From an optimization exercise on the open Yosys and OpenROAD flow, aimed at small area, a short achievable clock period and few clock cycles per item; shortcuts taken in it are not production practice. In this exercise RTL edits were held to simulation tests only and were not proved equivalent to the original. Power is estimated from default activity; no workload was simulated.

==> 04-14 <==
==> flow/design.v <==
package sqd_pkg;
   localparam int STEPS = 16;
   localparam int STEP_W = 4;
   localparam int KEY_W = 16;
   localparam int LEN_W = 16;
   localparam int CH_W = 3;
   localparam int NOTE_W = 7;
   localparam int NOTE_VALUES = 128;
   localparam int CV_W = 12;
   localparam int CV_MAX = 4095;
   localparam int NOTE_TOP = 119;
   localparam int COUNT_W = 8;
   localparam int CSR_DATA_W = 16;
   localparam int DEFAULT_CHANNELS = 8;
   localparam int DEFAULT_SETTLE_READS = 5;
   localparam logic [LEN_W-1:0] RESET_STEP_LENGTH = 16'd600;
   localparam logic [KEY_W-1:0] SCAN_IDLE = 16'hffff;
   typedef enum logic [1:0] {
      MODE_SCAN  = 2'd0,
      MODE_TICK  = 2'd1,
      MODE_WRITE = 2'd2
   } mode_type;
   typedef enum logic [1:0] {
      CSR_STEP_LENGTH  = 2'd0,
      CSR_RUN_ENABLE   = 2'd1,
      CSR_EDIT_CHANNEL = 2'd2
   } csr_index_type;
   typedef struct packed {
      logic [1:0] mode;
      logic [KEY_W-1:0] scan_bits;
      logic [CH_W-1:0] wr_channel;
      logic [STEP_W-1:0] wr_step;
      logic [NOTE_W-1:0] wr_note;
      logic wr_enabled;
   } req_item_type;
   typedef struct packed {
      logic advanced;
      logic [STEP_W-1:0] step_index;
      logic [CV_W-1:0] cv_first;
      logic [CV_W-1:0] cv_second;
      logic gate_first;
      logic gate_second;
      logic gate_drum;
      logic [STEPS-1:0] led_mask;
      logic [KEY_W-1:0] keys_down;
   } rsp_item_type;
endpackage
module sqd_cv_rom (
   input  logic [sqd_pkg::NOTE_W-1:0] note,
   output logic [sqd_pkg::CV_W-1:0] cv
);
   logic [5:0] q;
   logic sat;
   always_comb begin
      case (note)
         7'd0: q = 6'd0;
         7'd1: q = 6'd0;
         7'd2: q = 6'd0;
         7'd3: q = 6'd1;
         7'd4: q = 6'd1;
         7'd5: q = 6'd2;
         7'd6: q = 6'd2;
         7'd7: q = 6'd2;
         7'd8: q = 6'd3;
         7'd9: q = 6'd3;
         7'd10: q = 6'd4;
         7'd11: q = 6'd4;
         7'd12: q = 6'd4;
         7'd13: q = 6'd5;
         7'd14: q = 6'd5;
         7'd15: q = 6'd6;
         7'd16: q = 6'd6;
         7'd17: q = 6'd7;
         7'd18: q = 6'd7;
         7'd19: q = 6'd7;
         7'd20: q = 6'd8;
         7'd21: q = 6'd8;
         7'd22: q = 6'd9;
         7'd23: q = 6'd9;
         7'd24: q = 6'd9;
         7'd25: q = 6'd10;
         7'd26: q = 6'd10;
         7'd27: q = 6'd11;
         7'd28: q = 6'd11;
         7'd29: q = 6'd11;
         7'd30: q = 6'd12;
         7'd31: q = 6'd12;
         7'd32: q = 6'd13;
         7'd33: q = 6'd13;
         7'd34: q = 6'd14;
         7'd35: q = 6'd14;
         7'd36: q = 6'd14;
         7'd37: q = 6'd15;
         7'd38: q = 6'd15;
         7'd39: q = 6'd16;
         7'd40: q = 6'd16;
         7'd41: q = 6'd16;
         7'd42: q = 6'd17;
         7'd43: q = 6'd17;
         7'd44: q = 6'd18;
         7'd45: q = 6'd18;
         7'd46: q = 6'd18;
         7'd47: q = 6'd19;
         7'd48: q = 6'd19;
         7'd49: q = 6'd20;
         7'd50: q = 6'd20;
         7'd51: q = 6'd21;
         7'd52: q = 6'd21;
         7'd53: q = 6'd21;
         7'd54: q = 6'd22;
         7'd55: q = 6'd22;
         7'd56: q = 6'd23;
         7'd57: q = 6'd23;
         7'd58: q = 6'd23;
         7'd59: q = 6'd24;
         7'd60: q = 6'd24;
         7'd61: q = 6'd25;
         7'd62: q = 6'd25;
         7'd63: q = 6'd25;
         7'd64: q = 6'd26;
         7'd65: q = 6'd26;
         7'd66: q = 6'd27;
         7'd67: q = 6'd27;
         7'd68: q = 6'd28;
         7'd69: q = 6'd28;
         7'd70: q = 6'd28;
         7'd71: q = 6'd29;
         7'd72: q = 6'd29;
         7'd73: q = 6'd30;
         7'd74: q = 6'd30;
         7'd75: q = 6'd30;
         7'd76: q = 6'd31;
         7'd77: q = 6'd31;
         7'd78: q = 6'd32;
         7'd79: q = 6'd32;
         7'd80: q = 6'd32;
         7'd81: q = 6'd33;
         7'd82: q = 6'd33;
         7'd83: q = 6'd34;
         7'd84: q = 6'd34;
         7'd85: q = 6'd35;
         7'd86: q = 6'd35;
         7'd87: q = 6'd35;
         7'd88: q = 6'd36;
         7'd89: q = 6'd36;
         7'd90: q = 6'd37;
         7'd91: q = 6'd37;
         7'd92: q = 6'd37;
         7'd93: q = 6'd38;
         7'd94: q = 6'd38;
         7'd95: q = 6'd39;
         7'd96: q = 6'd39;
         7'd97: q = 6'd39;
         7'd98: q = 6'd40;
         7'd99: q = 6'd40;
         7'd100: q = 6'd41;
         7'd101: q = 6'd41;
         7'd102: q = 6'd42;
         7'd103: q = 6'd42;
         7'd104: q = 6'd42;
         7'd105: q = 6'd43;
         7'd106: q = 6'd43;
         7'd107: q = 6'd44;
         7'd108: q = 6'd44;
         7'd109: q = 6'd44;
         7'd110: q = 6'd45;
         7'd111: q = 6'd45;
         7'd112: q = 6'd46;
         7'd113: q = 6'd46;
         7'd114: q = 6'd46;
         7'd115: q = 6'd47;
         7'd116: q = 6'd47;
         7'd117: q = 6'd48;
         7'd118: q = 6'd48;
         7'd119: q = 6'd49;
         7'd120: q = 6'd0;
         7'd121: q = 6'd0;
         7'd122: q = 6'd0;
         7'd123: q = 6'd0;
         7'd124: q = 6'd0;
         7'd125: q = 6'd0;
         7'd126: q = 6'd0;
         7'd127: q = 6'd0;
         default: q = 6'd0;
      endcase
   end
   assign sat = (note >= 7'd120);
   assign cv = ({note, 5'b0} + {4'b0, note, 1'b0} + {6'b0, q}) | {12{sat}};
endmodule
module step_sequencer_with_key_debounce_top #(
   parameter int CHANNELS = sqd_pkg::DEFAULT_CHANNELS,
   parameter int SETTLE_READS = sqd_pkg::DEFAULT_SETTLE_READS
) (
   input  logic clock,
   input  logic reset,
   input  logic req_valid,
   output logic req_ready,
   input  logic [1:0] req_mode,
   input  logic [sqd_pkg::KEY_W-1:0] req_scan_bits,
   input  logic [sqd_pkg::CH_W-1:0] req_wr_channel,
   input  logic [sqd_pkg::STEP_W-1:0] req_wr_step,
   input  logic [sqd_pkg::NOTE_W-1:0] req_wr_note,
   input  logic req_wr_enabled,
   output logic rsp_valid,
   input  logic rsp_ready,
   output logic rsp_advanced,
   output logic [sqd_pkg::STEP_W-1:0] rsp_step_index,
   output logic [sqd_pkg::CV_W-1:0] rsp_cv_first,
   output logic [sqd_pkg::CV_W-1:0] rsp_cv_second,
   output logic rsp_gate_first,
   output logic rsp_gate_second,
   output logic rsp_gate_drum,
   output logic [sqd_pkg::STEPS-1:0] rsp_led_mask,
   output logic [sqd_pkg::KEY_W-1:0] rsp_keys_down,
   input  logic csr_valid,
   output logic csr_ready,
   input  logic [1:0] csr_index,
   input  logic [sqd_pkg::CSR_DATA_W-1:0] csr_data
);
   localparam int STEPS = sqd_pkg::STEPS;
   localparam int LEN_W = sqd_pkg::LEN_W;
   localparam int KEY_W = sqd_pkg::KEY_W;
   localparam int NOTE_W = sqd_pkg::NOTE_W;
   localparam logic [sqd_pkg::COUNT_W-1:0] SETTLE_LAST = sqd_pkg::COUNT_W'(SETTLE_READS - 1);
   logic move;
   logic accept;
   sqd_pkg::req_item_type port_req, skid_req, s0_req;
   logic skid_valid, s0_valid;
   assign csr_ready = 1'b1;
   assign req_ready = !skid_valid;
   assign accept = req_valid && !skid_valid;
   assign port_req = {req_mode, req_scan_bits, req_wr_channel, req_wr_step, req_wr_note,
                      req_wr_enabled};
   always_ff @(posedge clock) begin
      if (reset) begin
         skid_valid <= 1'b0;
         s0_valid <= 1'b0;
      end else if (move) begin
         skid_valid <= 1'b0;
         s0_valid <= skid_valid || accept;
      end else if (accept) begin
         skid_valid <= 1'b1;
      end
   end
   always_ff @(posedge clock) begin
      if (!move && !skid_valid) skid_req <= port_req;
      if (move) s0_req <= skid_valid ? skid_req : port_req;
   end
   logic [LEN_W-1:0] step_length_ff;
   logic run_enable_ff;
   logic [sqd_pkg::CH_W-1:0] edit_channel_ff;
   logic [STEPS-1:0] rows_ff [CHANNELS];
   logic [NOTE_W-1:0] notes0_ff [STEPS];
   logic [NOTE_W-1:0] notes1_ff [STEPS];
   logic [sqd_pkg::STEP_W-1:0] step_ff;
   logic [LEN_W-1:0] elapsed_ff;
   logic [KEY_W-1:0] last_scan_ff;
   logic [sqd_pkg::COUNT_W-1:0] count_ff;
   logic [KEY_W-1:0] settled_ff;
   logic advanced_ff;
   logic pend_ff;
   logic apply;
   logic is_scan, is_tick, is_write;
   logic same_scan, settle;
   logic [STEPS-1:0] wr_hot;
   assign apply = move && s0_valid;
   assign is_scan = (s0_req.mode == 2'd0);
   assign is_tick = (s0_req.mode == 2'd1);
   assign is_write = (s0_req.mode == 2'd2);
   assign same_scan = (s0_req.scan_bits == last_scan_ff);
   assign settle = is_scan && same_scan && (count_ff == SETTLE_LAST);
   assign wr_hot = STEPS'(1) << s0_req.wr_step;
   logic [LEN_W:0] diff0;
   logic [LEN_W-1:0] diff1, elapsed_inc;
   logic over0, over1, advance;
   logic [LEN_W-1:0] elapsed_next;
   assign diff0 = {1'b0, elapsed_ff} - {1'b0, step_length_ff};
   assign diff1 = diff0[LEN_W-1:0] + 1'b1;
   assign elapsed_inc = elapsed_ff + 1'b1;
   assign over0 = !diff0[LEN_W] && (diff0[LEN_W-1:0] != '0);
   assign over1 = !diff0[LEN_W] && (elapsed_ff != '1);
   assign advance = run_enable_ff && (is_tick ? over1 : over0);
   always_comb begin
      if (advance) elapsed_next = is_tick ? diff1 : diff0[LEN_W-1:0];
      else elapsed_next = is_tick ? elapsed_inc : elapsed_ff;
   end
   always_ff @(posedge clock) begin
      if (reset) begin
         step_length_ff <= sqd_pkg::RESET_STEP_LENGTH;
         run_enable_ff <= 1'b1;
         edit_channel_ff <= '0;
      end else if (csr_valid) begin
         case (csr_index)
            2'd0: step_length_ff <= csr_data[LEN_W-1:0];
            2'd1: run_enable_ff <= csr_data[0];
            2'd2: edit_channel_ff <= csr_data[sqd_pkg::CH_W-1:0];
            default: begin
            end
         endcase
      end
   end
   always_ff @(posedge clock) begin
      if (reset) begin
         step_ff <= '0;
         elapsed_ff <= '0;
         last_scan_ff <= sqd_pkg::SCAN_IDLE;
         count_ff <= '0;
         settled_ff <= '0;
         advanced_ff <= 1'b0;
      end else if (apply) begin
         advanced_ff <= advance;
         if (advance) step_ff <= step_ff + 1'b1;
         elapsed_ff <= elapsed_next;
         if (is_scan) begin
            if (same_scan) begin
               count_ff <= count_ff + 1'b1;
            end else begin
               last_scan_ff <= s0_req.scan_bits;
               count_ff <= '0;
            end
         end
         if (settle) settled_ff <= ~s0_req.scan_bits;
      end
   end
   for (genvar c = 0; c < CHANNELS; c++) begin : g_row
      logic wr_row, settle_row;
      assign wr_row = apply && is_write && (32'(s0_req.wr_channel) == c);
      assign settle_row = apply && settle && (32'(edit_channel_ff) == c);
      always_ff @(posedge clock) begin
         if (reset) begin
            rows_ff[c] <= '0;
         end else begin
            for (int s = 0; s < STEPS; s++) begin
               if (wr_row && wr_hot[s]) rows_ff[c][s] <= s0_req.wr_enabled;
               else if (settle_row) rows_ff[c][s] <= rows_ff[c][s] ^ (settled_ff[s] & s0_req.scan_bits[s]);
            end
         end
      end
   end
   logic [NOTE_W-1:0] note_wdata;
   logic note_wr0, note_wr1;
   assign note_wdata = reset ? '0 : s0_req.wr_note;
   assign note_wr0 = reset || (apply && is_write && (s0_req.wr_channel == 3'd0));
   assign note_wr1 = reset || (apply && is_write && (s0_req.wr_channel == 3'd1));
   always_ff @(posedge clock) begin
      for (int s = 0; s < STEPS; s++) begin
         if (note_wr0 && (reset || wr_hot[s])) notes0_ff[s] <= note_wdata;
         if (note_wr1 && (reset || wr_hot[s])) notes1_ff[s] <= note_wdata;
      end
   end
   sqd_pkg::rsp_item_type result, rsp_ff;
   logic rsp_valid_ff;
   logic [sqd_pkg::CV_W-1:0] cv_first, cv_second;
   assign move = !rsp_valid_ff || rsp_ready;
   sqd_cv_rom u_cv_first (.note(notes0_ff[step_ff]), .cv(cv_first));
   sqd_cv_rom u_cv_second (.note(notes1_ff[step_ff]), .cv(cv_second));
   always_comb begin
      result.advanced = advanced_ff;
      result.step_index = step_ff;
      result.cv_first = cv_first;
      result.cv_second = cv_second;
      result.gate_first = rows_ff[0][step_ff];
      result.gate_second = rows_ff[1][step_ff];
      result.gate_drum = step_ff[0];
      result.led_mask = rows_ff[edit_channel_ff] ^ (STEPS'(1) << step_ff);
      result.keys_down = settled_ff;
   end
   always_ff @(posedge clock) begin
      if (reset) begin
         pend_ff <= 1'b0;
         rsp_valid_ff <= 1'b0;
      end else if (move) begin
         pend_ff <= s0_valid;
         rsp_valid_ff <= pend_ff;
      end
      if (move) rsp_ff <= result;
   end
   assign rsp_valid = rsp_valid_ff;
   assign rsp_advanced = rsp_ff.advanced;
   assign rsp_step_index = rsp_ff.step_index;
   assign rsp_cv_first = rsp_ff.cv_first;
   assign rsp_cv_second = rsp_ff.cv_second;
   assign rsp_gate_first = rsp_ff.gate_first;
   assign rsp_gate_second = rsp_ff.gate_second;
   assign rsp_gate_drum = rsp_ff.gate_drum;
   assign rsp_led_mask = rsp_ff.led_mask;
   assign rsp_keys_down = rsp_ff.keys_down;
endmodule
==> flow/run.sh <==
#!/bin/bash
# synth_recipe.tcl (not shown) runs the flow's synth.tcl, then flattens the netlist and writes it again
# the make line also repeats each setting of config.mk as NAME=value (left out here)
make -C /OpenROAD-flow-scripts/flow DESIGN_CONFIG=/design/flow/config.mk WORK_HOME=/design/flow/orfs CLKGATE_MAP_FILE= SYNTH_SCRIPT=/design/flow/synth_recipe.tcl finish
==> flow/config.mk <==
export PLATFORM = sky130hd
export DESIGN_NAME = step_sequencer_with_key_debounce_top
export DESIGN_NICKNAME = step_sequencer_with_key_debounce_top
export VERILOG_FILES = /design/flow/design.v
export SDC_FILE = /design/flow/constraint.sdc
export NUM_CORES = 4
export LEC_CHECK = 0
export CAP_MARGIN = 20
export CORE_MARGIN = 2
export CORE_UTILIZATION = 65
export SETUP_SLACK_MARGIN = 5
export SLEW_MARGIN = 20
export TNS_END_PERCENT = 100
==> flow/constraint.sdc <==
create_clock -name core_clock -period 10.0 [get_ports {clock}]
set_input_delay 2.0000 -clock core_clock [delete_from_list [all_inputs] [get_ports {clock}]]
set_output_delay 2.0000 -clock core_clock [all_outputs]
set_load 0.01 [all_outputs]
==> inputs of 08-24, as changes to 04-14 <==
==> flow/design.v, changed modules only <==
module step_sequencer_with_key_debounce_top #(
   parameter int CHANNELS = sqd_pkg::DEFAULT_CHANNELS,
   parameter int SETTLE_READS = sqd_pkg::DEFAULT_SETTLE_READS
) (
   input  logic clock,
   input  logic reset,
   input  logic req_valid,
   output logic req_ready,
   input  logic [1:0] req_mode,
   input  logic [sqd_pkg::KEY_W-1:0] req_scan_bits,
   input  logic [sqd_pkg::CH_W-1:0] req_wr_channel,
   input  logic [sqd_pkg::STEP_W-1:0] req_wr_step,
   input  logic [sqd_pkg::NOTE_W-1:0] req_wr_note,
   input  logic req_wr_enabled,
   output logic rsp_valid,
   input  logic rsp_ready,
   output logic rsp_advanced,
   output logic [sqd_pkg::STEP_W-1:0] rsp_step_index,
   output logic [sqd_pkg::CV_W-1:0] rsp_cv_first,
   output logic [sqd_pkg::CV_W-1:0] rsp_cv_second,
   output logic rsp_gate_first,
   output logic rsp_gate_second,
   output logic rsp_gate_drum,
   output logic [sqd_pkg::STEPS-1:0] rsp_led_mask,
   output logic [sqd_pkg::KEY_W-1:0] rsp_keys_down,
   input  logic csr_valid,
   output logic csr_ready,
   input  logic [1:0] csr_index,
   input  logic [sqd_pkg::CSR_DATA_W-1:0] csr_data
);
   localparam int STEPS = sqd_pkg::STEPS;
   localparam int LEN_W = sqd_pkg::LEN_W;
   localparam int KEY_W = sqd_pkg::KEY_W;
   localparam int NOTE_W = sqd_pkg::NOTE_W;
   localparam logic [sqd_pkg::COUNT_W-1:0] SETTLE_LAST = sqd_pkg::COUNT_W'(SETTLE_READS - 1);
   logic [LEN_W-1:0] step_length_ff;
   logic run_enable_ff;
   logic [sqd_pkg::CH_W-1:0] edit_channel_ff;
   logic [STEPS-1:0] rows_ff [CHANNELS];
   logic [NOTE_W-1:0] notes0_ff [STEPS];
   logic [NOTE_W-1:0] notes1_ff [STEPS];
   logic [sqd_pkg::STEP_W-1:0] step_ff;
   logic [LEN_W-1:0] elapsed_ff;
   logic [KEY_W-1:0] last_scan_ff;
   logic [sqd_pkg::COUNT_W-1:0] count_ff;
   logic [KEY_W-1:0] settled_ff;
   logic advanced_ff;
   logic valid_ff;
   logic accept;
   logic is_scan, is_tick, is_write;
   logic same_scan, settle;
   logic [STEPS-1:0] step_hot;
   logic [STEPS-1:0] wr_hot;
   assign csr_ready = 1'b1;
   assign req_ready = !valid_ff || rsp_ready;
   assign accept = req_valid && req_ready;
   assign is_scan = (req_mode == 2'd0);
   assign is_tick = (req_mode == 2'd1);
   assign is_write = (req_mode == 2'd2);
   assign same_scan = (req_scan_bits == last_scan_ff);
   assign settle = is_scan && same_scan && (count_ff == SETTLE_LAST);
   assign wr_hot = STEPS'(1) << req_wr_step;
   logic [LEN_W:0] diff0;
   logic [LEN_W-1:0] diff1, elapsed_inc;
   logic over0, over1, advance;
   logic [LEN_W-1:0] elapsed_next;
   assign diff0 = {1'b0, elapsed_ff} - {1'b0, step_length_ff};
   assign diff1 = diff0[LEN_W-1:0] + 1'b1;
   assign elapsed_inc = elapsed_ff + 1'b1;
   assign over0 = !diff0[LEN_W] && (diff0[LEN_W-1:0] != '0);
   assign over1 = !diff0[LEN_W] && (elapsed_ff != '1);
   assign advance = run_enable_ff && (is_tick ? over1 : over0);
   always_comb begin
      if (advance) elapsed_next = is_tick ? diff1 : diff0[LEN_W-1:0];
      else elapsed_next = is_tick ? elapsed_inc : elapsed_ff;
   end
   always_ff @(posedge clock) begin
      if (reset) begin
         step_length_ff <= sqd_pkg::RESET_STEP_LENGTH;
         run_enable_ff <= 1'b1;
         edit_channel_ff <= '0;
      end else if (csr_valid) begin
         case (csr_index)
            2'd0: step_length_ff <= csr_data[LEN_W-1:0];
            2'd1: run_enable_ff <= csr_data[0];
            2'd2: edit_channel_ff <= csr_data[sqd_pkg::CH_W-1:0];
            default: begin
            end
         endcase
      end
   end
   always_ff @(posedge clock) begin
      if (reset) begin
         valid_ff <= 1'b0;
      end else if (accept) begin
         valid_ff <= 1'b1;
      end else if (rsp_ready) begin
         valid_ff <= 1'b0;
      end
   end
   always_ff @(posedge clock) begin
      if (reset) begin
         step_ff <= '0;
         elapsed_ff <= '0;
         last_scan_ff <= sqd_pkg::SCAN_IDLE;
         count_ff <= '0;
         settled_ff <= '0;
         advanced_ff <= 1'b0;
      end else if (accept) begin
         advanced_ff <= advance;
         if (advance) step_ff <= step_ff + 1'b1;
         elapsed_ff <= elapsed_next;
         if (is_scan) begin
            if (same_scan) begin
               count_ff <= count_ff + 1'b1;
            end else begin
               last_scan_ff <= req_scan_bits;
               count_ff <= '0;
            end
         end
         if (settle) settled_ff <= ~req_scan_bits;
      end
   end
   for (genvar c = 0; c < CHANNELS; c++) begin : g_row
      logic wr_row, settle_row;
      assign wr_row = accept && is_write && (32'(req_wr_channel) == c);
      assign settle_row = accept && settle && (32'(edit_channel_ff) == c);
      always_ff @(posedge clock) begin
         if (reset) begin
            rows_ff[c] <= '0;
         end else begin
            for (int s = 0; s < STEPS; s++) begin
               if (wr_row && wr_hot[s]) rows_ff[c][s] <= req_wr_enabled;
               else if (settle_row) rows_ff[c][s] <= rows_ff[c][s] ^ (settled_ff[s] & req_scan_bits[s]);
            end
         end
      end
   end
   logic [NOTE_W-1:0] note_wdata;
   logic note_wr0, note_wr1;
   assign note_wdata = reset ? '0 : req_wr_note;
   assign note_wr0 = reset || (accept && is_write && (req_wr_channel == 3'd0));
   assign note_wr1 = reset || (accept && is_write && (req_wr_channel == 3'd1));
   always_ff @(posedge clock) begin
      for (int s = 0; s < STEPS; s++) begin
         if (note_wr0 && (reset || wr_hot[s])) notes0_ff[s] <= note_wdata;
         if (note_wr1 && (reset || wr_hot[s])) notes1_ff[s] <= note_wdata;
      end
   end
   assign step_hot = STEPS'(1) << step_ff;
   assign rsp_valid = valid_ff;
   assign rsp_advanced = advanced_ff;
   assign rsp_step_index = step_ff;
   assign rsp_gate_drum = step_ff[0];
   assign rsp_gate_first = rows_ff[0][step_ff];
   assign rsp_gate_second = rows_ff[1][step_ff];
   assign rsp_led_mask = rows_ff[edit_channel_ff] ^ step_hot;
   assign rsp_keys_down = settled_ff;
   sqd_cv_rom u_cv_first (.note(notes0_ff[step_ff]), .cv(rsp_cv_first));
   sqd_cv_rom u_cv_second (.note(notes1_ff[step_ff]), .cv(rsp_cv_second));
endmodule
==> run summary <==
EDFF count, synth: 353
total power: 8220 µW
leakage: 0.0119 µW
status: timing/DRC/antenna clean
Setup crit start: step_ff[0]
r2r startpoint: step_ff[0]
FMAX: 183 MHz
The numbers above come from 04-14.

==> run summary <==
status: timing/DRC/antenna clean
Setup Skew: 0.0211 ns
commonest non-fill, non-tap cell in the layout: nand2_1
EDFF count, synth: 224
r2r startpoint: elapsed_ff[0]
type of the worst setup path: flip-flop to primary output
total power: 10,800 µW
Setup crit start: step_ff[1]
leakage: 0.0103 µW
The numbers above come from 08-24.

Testbench counts of 04-14, summed over its fixed seeds: cycles 19,296, items 19,200.
Testbench counts of 08-24, summed over its fixed seeds: cycles 19,232, items 19,200.

## port drivers added, routing unchanged
The flow's constraints put no driver on any port. The routed layouts listed below were extracted and timed again, unchanged, in two steps.
Step 1 sets driving cells, clkbuf_16 on the clock port and buf_2 on the other inputs (assumed; they add their load-dependent delay and slew).
Step 2 times the ports against the registers' clock, not the clock port: input delays grow and output delays shrink by t, the midpoint of the rising clock arrivals with the driver on.
Three values: no drivers, after step 1, after step 2; two values: the first two.
| run | t, ns | setup slack, ns | hold slack, ns | worst setup path at the end | slew at the worst register clock pin (ns) |
|---|---|---|---|---|---|
| 04-14 | 0.682 | 4.527 / 4.527 / 4.399 | 0.455 / 0.455 / 0.455 | input to register | 0.07 / 0.07 |
| 08-24 | 0.642 | 2.261 / 2.208 / 2.850 | 0.458 / 0.458 / 0.458 | register to output | 0.07 / 0.07 |
After both steps every run listed still meets setup and hold. For 04-14, which loses most, drivers alone change the setup slack by 0.000 ns; drivers and shift together by -0.128 ns.
